This design comes from an exercise in tuning for small area, a short achievable clock period and few clock cycles per item on the open sky130 flow, not from production work.
RTL that was checked went through simulation tests only; none was proved equivalent to the original.

## rev 12
## sensor_window_average_history_core
module sensor_window_average_history_core
(
    input  logic                aclk,
    input  logic                aresetn,
    input  logic                s_tvalid,
    output logic                s_tready,
    input  logic [swah_pkg::S_DATA_W-1:0] s_tdata,
    input  logic [swah_pkg::S_USER_W-1:0] s_tuser,
    output logic                m_tvalid,
    input  logic                m_tready,
    output logic [swah_pkg::M_DATA_W-1:0] m_tdata
);
    localparam int RES_W = NCH * FIELD_W + 4;
    logic                  go;
    logic                  p_shift, p_load, p_push, p_init, p_zero, full, full_next;
    logic                  d_init;
    logic                  c_upd, c_init;
    logic                  h_en, h_sel_t, t_en;
    logic [3:0]            hours;
    logic [S_DATA_W-1:0]   in_data;
    logic [FIELD_W-1:0]    avg [NCH];
    logic [RES_W-1:0]      res;
    logic [RES_W-1:0]      head_reg;
    logic [RES_W-1:0]      tail_reg;
    swah_ctrl u_ctrl (
        .aclk     (aclk),
        .aresetn  (aresetn),
        .s_tvalid (s_tvalid),
        .s_cmd    (s_tuser[CMD_W-1:0]),
        .m_tready (m_tready),
        .s_tready (s_tready),
        .m_tvalid (m_tvalid),
        .go       (go),
        .p_shift  (p_shift),
        .p_load   (p_load),
        .p_push   (p_push),
        .p_init   (p_init),
        .p_zero   (p_zero),
        .full     (full),
        .full_next   (full_next),
        .d_init   (d_init),
        .c_upd    (c_upd),
        .c_init   (c_init),
        .h_en     (h_en),
        .h_sel_t  (h_sel_t),
        .t_en     (t_en),
        .hours    (hours)
    );
    always_ff @(posedge aclk) begin
        if (go) begin
            in_data <= s_tdata;
        end
    end
    for (genvar c = 0; c < NCH; c++) begin : g_ch
        swah_dp u_dp (
            .aclk    (aclk),
            .aresetn (aresetn),
            .in_x    (in_data[c*FIELD_W +: FIELD_W]),
            .go      (go),
            .p_shift (p_shift),
            .p_load  (p_load),
  ...
Size in the first run: about 1400 flip-flops.
clock: 8.0 ns
lec_check: 0
cap_margin: 20
core_margin: 2
core_utilization: 40
cts_cluster_diameter: 100
cts_cluster_size: 20
place_density: 0.6
setup_slack_margin: 5.0
slew_margin: 20
tns_end_percent: 0
standard.sh (not shown) runs the stock make flow with config.mk's settings and CLKGATE_MAP_FILE= SYNTH_SCRIPT=/design/flow/synth_recipe.tcl, a recipe that flattens the netlist after the stock synthesis.
==> flow/flow/run.sh <==
#!/bin/bash
# Layout flow: the standard ORFS flow (standard.sh) with two changes that
# leave the design, constraints and measurement alone:
#  - the port buffers that buffer_ports inserts are plain buf cells rather than
#    whatever buffer it picks by default (it picks delay cells on sky130hd);
#  - the resizer may swap a cell for one with another footprint.
# Each tool's output goes to a log file in this folder.
set -euo pipefail
sed 's| "\${@:-finish}"| MATCH_CELL_FOOTPRINT=0 MAX_REPAIR_ANTENNAS_ITER_DRT=10 MAX_REPAIR_ANTENNAS_ITER_GRT=10 BUFFER_PORTS_ARGS="-buffer_cell sky130_fd_sc_hd__buf_2" "${@:-finish}"|' \
    standard.sh > flow_standard.sh
grep -q 'MATCH_CELL_FOOTPRINT=0' flow_standard.sh
bash flow_standard.sh > orfs_make.log 2>&1
test -s out/final.def
Testbench counts of rev 12, summed over its fixed seeds: cycles 12,048, items 12,000.
The following lists how rev 13 was set up differently from rev 12:
Settings: CTS_CLUSTER_SIZE changed from 20 to 30; TNS_END_PERCENT changed from 0 to 10; CTS_CLUSTER_DIAMETER changed from 100 to 150.
Results
Summary of the comparison: final clock period utilization by the worst path is lower in rev 13, relative to rev 12.
As of rev 13, first-iteration DRC count had fallen slightly compared to rev 12.
Looking at H-tree depth across rev 13 and rev 12, the one that comes out higher is rev 12.
The post-route non-filler standard cell count in rev 13 sits 111 above the value recorded for rev 12.
Rev 13: met1 routed wirelength after detailed routing higher than rev 12
Comparing rev 13 and rev 12, final area is lower on rev 12.

========
Starting RTL as in the previous note.
==> flow/config.mk <==
export PLATFORM = sky130hd
export DESIGN_NAME = sensor_window_average_history_core
export DESIGN_NICKNAME = sensor_window_average_history_core
export VERILOG_FILES = /design/flow/design.v
export SDC_FILE = /design/flow/constraint.sdc
export NUM_CORES = 4
export LEC_CHECK = 0
export CAP_MARGIN = 20
export CORE_MARGIN = 2
export CORE_UTILIZATION = 40
export CTS_BUF_LIST = sky130_fd_sc_hd__clkbuf_4 sky130_fd_sc_hd__clkbuf_8
export PLACE_DENSITY = 0.6
export SETUP_SLACK_MARGIN = 5.0
export SLEW_MARGIN = 20
export TNS_END_PERCENT = 10
==> flow/constraint.sdc <==
create_clock -name core_clock -period 8.0 [get_ports {aclk}]
set_input_delay 1.6000 -clock core_clock [delete_from_list [all_inputs] [get_ports {aclk}]]
set_output_delay 1.6000 -clock core_clock [all_outputs]
set_load 0.01 [all_outputs]
Scripts as last shown in full above: flow/flow/run.sh
Testbench counts at the start, summed over its fixed seeds: cycles 12,048, items 12,000.
Then changed:
--- a/flow/config.mk
+++ b/flow/config.mk
@@ -9,5 +9,6 @@
 export CORE_MARGIN = 2
 export CORE_UTILIZATION = 40
-export CTS_BUF_LIST = sky130_fd_sc_hd__clkbuf_4 sky130_fd_sc_hd__clkbuf_8
+export CTS_CLUSTER_DIAMETER = 100
+export CTS_CLUSTER_SIZE = 20
 export PLACE_DENSITY = 0.6
 export SETUP_SLACK_MARGIN = 5.0
What happened:
- cell area falls by a few percent
- fmax rises slightly
- wire length falls by a few percent
- worst setup slack improved by 45 ps
- register-to-register slack improved by 40 ps
Then changed:
--- a/flow/config.mk
+++ b/flow/config.mk
@@ -8,8 +8,8 @@
 export CAP_MARGIN = 20
 export CORE_MARGIN = 2
-export CORE_UTILIZATION = 40
+export CORE_UTILIZATION = 60
 export CTS_CLUSTER_DIAMETER = 100
 export CTS_CLUSTER_SIZE = 20
-export PLACE_DENSITY = 0.6
+export PLACE_DENSITY = 0.75
 export SETUP_SLACK_MARGIN = 5.0
 export SLEW_MARGIN = 20
After rerunning:
- worst setup slack is worse by 27 ps
- wire length falls by a few percent
- cell area barely changes
Then changed:
--- a/flow/flow/run.sh
+++ b/flow/flow/run.sh
@@ -7,5 +7,5 @@
 # Each tool's output goes to a log file in this folder.
 set -euo pipefail
-sed 's| "\${@:-finish}"| MATCH_CELL_FOOTPRINT=0 MAX_REPAIR_ANTENNAS_ITER_DRT=10 MAX_REPAIR_ANTENNAS_ITER_GRT=10 BUFFER_PORTS_ARGS="-buffer_cell sky130_fd_sc_hd__buf_2" "${@:-finish}"|' \
+sed 's| "\${@:-finish}"| MATCH_CELL_FOOTPRINT=0 SETUP_SLACK_MARGIN=5.4 MAX_REPAIR_ANTENNAS_ITER_DRT=10 MAX_REPAIR_ANTENNAS_ITER_GRT=10 BUFFER_PORTS_ARGS="-buffer_cell sky130_fd_sc_hd__buf_2" "${@:-finish}"|' \
     standard.sh > flow_standard.sh
 grep -q 'MATCH_CELL_FOOTPRINT=0' flow_standard.sh
--- a/flow/config.mk
+++ b/flow/config.mk
@@ -8,8 +8,8 @@
 export CAP_MARGIN = 20
 export CORE_MARGIN = 2
-export CORE_UTILIZATION = 60
+export CORE_UTILIZATION = 40
 export CTS_CLUSTER_DIAMETER = 100
 export CTS_CLUSTER_SIZE = 20
-export PLACE_DENSITY = 0.75
+export PLACE_DENSITY = 0.6
 export SETUP_SLACK_MARGIN = 5.0
 export SLEW_MARGIN = 20
Global-route usage drops by 6.1 points.
Clock skew rose by 15 ps.
Routed wire length grows by 5.6%.
Non-clock buffer count is higher by 49.
Register-to-register slack gains 20 ps.
Cell count rises by 12%.

========
== cedar ==
sensor_window_average_history_core, a different RTL version from the one above (not shown whole).
Size in the first run: about 4800 cells after synthesis.
Design sensor_window_average_history_core, start of the top module:
module sensor_window_average_history_core
(
    input  logic                aclk,
    input  logic                aresetn,
    input  logic                s_tvalid,
    output logic                s_tready,
    input  logic [swah_pkg::S_DATA_W-1:0] s_tdata,
    input  logic [swah_pkg::S_USER_W-1:0] s_tuser,
    output logic                m_tvalid,
    input  logic                m_tready,
    output logic [swah_pkg::M_DATA_W-1:0] m_tdata
);
Settings: LEC_CHECK=0, CAP_MARGIN=20, CORE_MARGIN=2, CORE_UTILIZATION=40, PLACE_DENSITY=0.6, SETUP_SLACK_MARGIN=5.0, SLEW_MARGIN=20; clock period 8.0 ns.
run.sh (not shown) runs the stock make flow with config.mk's settings and CLKGATE_MAP_FILE= SYNTH_SCRIPT=/design/flow/synth_recipe.tcl, a recipe that flattens the netlist after the stock synthesis.
Stock flow here: none of the scripts above is used.
What maple does differently from cedar at the input level:
Settings: clearing SETUP_SLACK_MARGIN, which used to be 5.0.
==> summary.txt <==
Compared maple vs cedar, and routed length on met2 is down in maple. maple vs. cedar: area after synthesis neither gained nor lost much; post-route worst hold slack picked up an extra 3.3 ps.
No functional check of the RTL was part of any run of this note.

========
Setup of north:
Another version of the RTL of sensor_window_average_history_core (not shown whole).
Size in the first run: roughly 4700 cells after synthesis, about 170 I/O pins, roughly 64000 um2 of cells after synthesis.
Design sensor_window_average_history_core, start of the top module:
module sensor_window_average_history_core
(
    input  logic                aclk,
    input  logic                aresetn,
    input  logic                s_tvalid,
    output logic                s_tready,
    input  logic [swah_pkg::S_DATA_W-1:0] s_tdata,
    input  logic [swah_pkg::S_USER_W-1:0] s_tuser,
    output logic                m_tvalid,
    input  logic                m_tready,
    output logic [swah_pkg::M_DATA_W-1:0] m_tdata
);
clock: 8.0 ns
lec_check: 0
cap_margin: 20
core_margin: 2
core_utilization: 40
place_density: 0.6
setup_slack_margin: 4.0
slew_margin: 20
Input-level comparison between south and north:
- SETUP_SLACK_MARGIN no longer set, was 4.0
==> comparison <==
Number of buffers and inverters on the critical path for south: 1 up relative to north
Measured against each other, south and north differ in filler cell count, the higher figure coming from south.
The area of the mapped netlist was comparable across south and north.
Area: south vs north -> south smaller
Delta (south minus north): buffer count excluding the clock tree in the final layout has decreased.
No functional check of the RTL was part of any run of this note.

========
sensor_window_average_history_core, a different RTL version from the one above (not shown whole).
Size in the first run: roughly 4900 cells after synthesis, ~1400 flip-flops, roughly 65000 sq um of cells after synthesis.
Design sensor_window_average_history_core, start of the top module:
module sensor_window_average_history_core
(
    input  logic                aclk,
    input  logic                aresetn,
    input  logic                s_tvalid,
    output logic                s_tready,
    input  logic [swah_pkg::S_DATA_W-1:0] s_tdata,
    input  logic [swah_pkg::S_USER_W-1:0] s_tuser,
    output logic                m_tvalid,
    input  logic                m_tready,
    output logic [swah_pkg::M_DATA_W-1:0] m_tdata
);
==> flow/config.mk <==
export PLATFORM = sky130hd
export DESIGN_NAME = sensor_window_average_history_core
export DESIGN_NICKNAME = sensor_window_average_history_core
export VERILOG_FILES = /design/flow/design.v
export SDC_FILE = /design/flow/constraint.sdc
export NUM_CORES = 4
export LEC_CHECK = 0
export ABC_CLOCK_PERIOD_IN_PS = 3000
export CAP_MARGIN = 20
export CORE_MARGIN = 2
export CORE_UTILIZATION = 40
export PLACE_DENSITY = 0.6
export SETUP_SLACK_MARGIN = 4.0
export SLEW_MARGIN = 20
==> flow/constraint.sdc <==
create_clock -name core_clock -period 8.0 [get_ports {aclk}]
set_input_delay 1.6000 -clock core_clock [delete_from_list [all_inputs] [get_ports {aclk}]]
set_output_delay 1.6000 -clock core_clock [all_outputs]
set_load 0.01 [all_outputs]
Testbench counts at the start, summed over its fixed seeds: cycles 12,040, items 12,000.
==> next run, changes <==
- ABC_CLOCK_PERIOD_IN_PS: 3000 -> unset
- SETUP_SLACK_MARGIN: 4.0 -> unset
Cell count shrinks by about 5.5%.
Wire length shrinks by 9.6%.
Global-route usage shrinks by 0.93 points.
First-iteration DRC count shrinks by about 7%.
Final area shrinks by about 9%.
Die area stays the same.

========
Setup of job 101:
sensor_window_average_history_core, a different RTL version from the one above (not shown whole).
For scale: about 4600 cells after synthesis, roughly 170 I/O pins.
export LEC_CHECK = 0
export CAP_MARGIN = 20
export CORE_MARGIN = 2
export CORE_UTILIZATION = 40
export CTS_BUF_LIST = sky130_fd_sc_hd__clkbuf_4 sky130_fd_sc_hd__clkbuf_8
export PLACE_DENSITY = 0.6
export SETUP_SLACK_MARGIN = 5.0
export SLEW_MARGIN = 20
export TNS_END_PERCENT = 10
create_clock -name core_clock -period 8.0 [get_ports {aclk}]
standard.sh (not shown) runs the stock make flow with config.mk's settings and CLKGATE_MAP_FILE= SYNTH_SCRIPT=/design/flow/synth_recipe.tcl, a recipe that flattens the netlist after the stock synthesis.
==> flow/flow/run.sh <==
#!/bin/bash
# Layout flow: the standard ORFS flow (standard.sh) with two changes that
# leave the design, constraints and measurement alone:
#  - the port buffers that buffer_ports inserts are plain buf cells rather than
#    whatever buffer it picks by default (it picks delay cells on sky130hd);
#  - the resizer may swap a cell for one with another footprint.
# Each tool's output goes to a log file in this folder.
set -euo pipefail
sed 's| "\${@:-finish}"| MATCH_CELL_FOOTPRINT=0 BUFFER_PORTS_ARGS="-buffer_cell sky130_fd_sc_hd__buf_2" "${@:-finish}"|' \
    standard.sh > flow_standard.sh
grep -q 'MATCH_CELL_FOOTPRINT=0' flow_standard.sh
bash flow_standard.sh > orfs_make.log 2>&1
test -s out/final.def
Job 101: flow complete, layout not clean; failing: antenna violations
Testbench counts of job 101, summed over its fixed seeds: cycles 12,048, items 12,000.
Inputs modified between job 101 and job 102:
# job 101
export LEC_CHECK = 0
export CAP_MARGIN = 20
export CORE_MARGIN = 2
export CORE_UTILIZATION = 40
export CTS_BUF_LIST = sky130_fd_sc_hd__clkbuf_4 sky130_fd_sc_hd__clkbuf_8
export PLACE_DENSITY = 0.6
export SETUP_SLACK_MARGIN = 5.0
export SLEW_MARGIN = 20
export TNS_END_PERCENT = 10
create_clock -name core_clock -period 8.0 [get_ports {aclk}]
# job 102
export LEC_CHECK = 0
export CAP_MARGIN = 20
export CORE_MARGIN = 2
export CORE_UTILIZATION = 40
export PLACE_DENSITY = 0.6
export SETUP_SLACK_MARGIN = 5.0
export SLEW_MARGIN = 20
export TNS_END_PERCENT = 10
create_clock -name core_clock -period 8.0 [get_ports {aclk}]
==> flow/run.sh (new file) <==
#!/bin/bash
# synth_recipe.tcl (not shown) runs the flow's synth.tcl, then flattens the netlist and writes it again
# the make line also repeats each setting of config.mk as NAME=value (left out here)
make -C /OpenROAD-flow-scripts/flow DESIGN_CONFIG=/design/flow/config.mk WORK_HOME=/design/flow/orfs CLKGATE_MAP_FILE= SYNTH_SCRIPT=/design/flow/synth_recipe.tcl finish
removed: flow/flow/run.sh
removed: flow/standard.sh
[summary]
Job 102: done, clean on timing, DRC and antenna. Of the two values seen for start point of the critical path, u_ctrl.zero_reg was produced by job 101 and g_ch[0].u_dp.delta_reg[8] by job 102. Going from job 101 to job 102, count of cells along the worst register-to-register path fell 1; compound-cell area share of the yosys netlist essentially unchanged; global-route wire length before repair went up. Compared with job 101, in job 102 detailed-routing wirelength on met1 has decreased; overall global routing resource usage has increased; routed wire length has remained practically unchanged; cell count after placement has remained practically unchanged. Wire length on met3: job 102 > job 101. The met2 demand-to-capacity share in global routing in job 102 sits 1.2 points above the value recorded for job 101.

==> static timing again, ports no longer ideal <==
Ports are ideal in the flow. The routed layouts listed here were re-timed in OpenROAD. Step 1 (the two cells are an assumption about what drives the block):
set clk [get_ports {aclk}]
set_driving_cell -lib_cell sky130_fd_sc_hd__clkbuf_16 $clk
set_driving_cell -lib_cell sky130_fd_sc_hd__buf_2 [delete_from_list [all_inputs] $clk]
Step 2 times the ports against the registers' clock, not the clock port: input delays grow and output delays shrink by t, the midpoint of the rising clock arrivals with the driver on. Three values: no drivers, after step 1, after step 2; two values: the first two.
| run | t (ns) | slack for setup (ns) | worst setup path at the end | worst data-port slew with drivers (ns) | cell pins on the clock port's net |
|---|---|---|---|---|---|
| rev 12 | 0.770 | 4.572 / 4.572 / 3.906 | input to register | 0.05 | 1 |
| rev 13 | 0.767 | 4.711 / 4.711 / 4.121 | input to register | 0.06 | 1 |
| the first run of note 2 | 0.996 | 4.667 / 4.667 / 3.991 | input to register | 0.06 | 1 |
| the second run of note 2 | 0.758 | 4.712 / 4.712 / 4.240 | input to register | 0.06 | 1 |
| the third run of note 2 | 0.744 | 4.685 / 4.685 / 4.234 | input to register | 0.04 | 1 |
| the fourth run of note 2 | 0.760 | 4.707 / 4.707 / 4.223 | input to register | 0.06 | 1 |
| cedar | 0.869 | 4.585 / 4.585 / 4.178 | input to register | 0.10 | 1 |
| maple | 0.846 | 3.896 / 3.896 / 3.543 | input to register | 0.04 | 1 |
| north | 0.846 | 4.117 / 4.117 / 4.117 | register to register | 0.06 | 1 |
| south | 0.841 | 3.410 / 3.410 / 3.410 | register to register | 0.07 | 1 |
| the first run of note 5 | 0.839 | 1.378 / 1.378 / 1.378 | register to register | 0.06 | 1 |
| the second run of note 5 | 0.851 | 0.734 / 0.734 / 0.734 | register to register | 0.06 | 1 |
| job 101 | 0.995 | 4.756 / 4.756 / 3.877 | input to register | 0.09 | 1 |
| job 102 | 0.839 | 4.642 / 4.642 / 4.071 | input to register | 0.09 | 1 |
The setup slack of job 101, which loses most, moves by 0.000 ns with the drivers and by -0.879 ns with both steps.
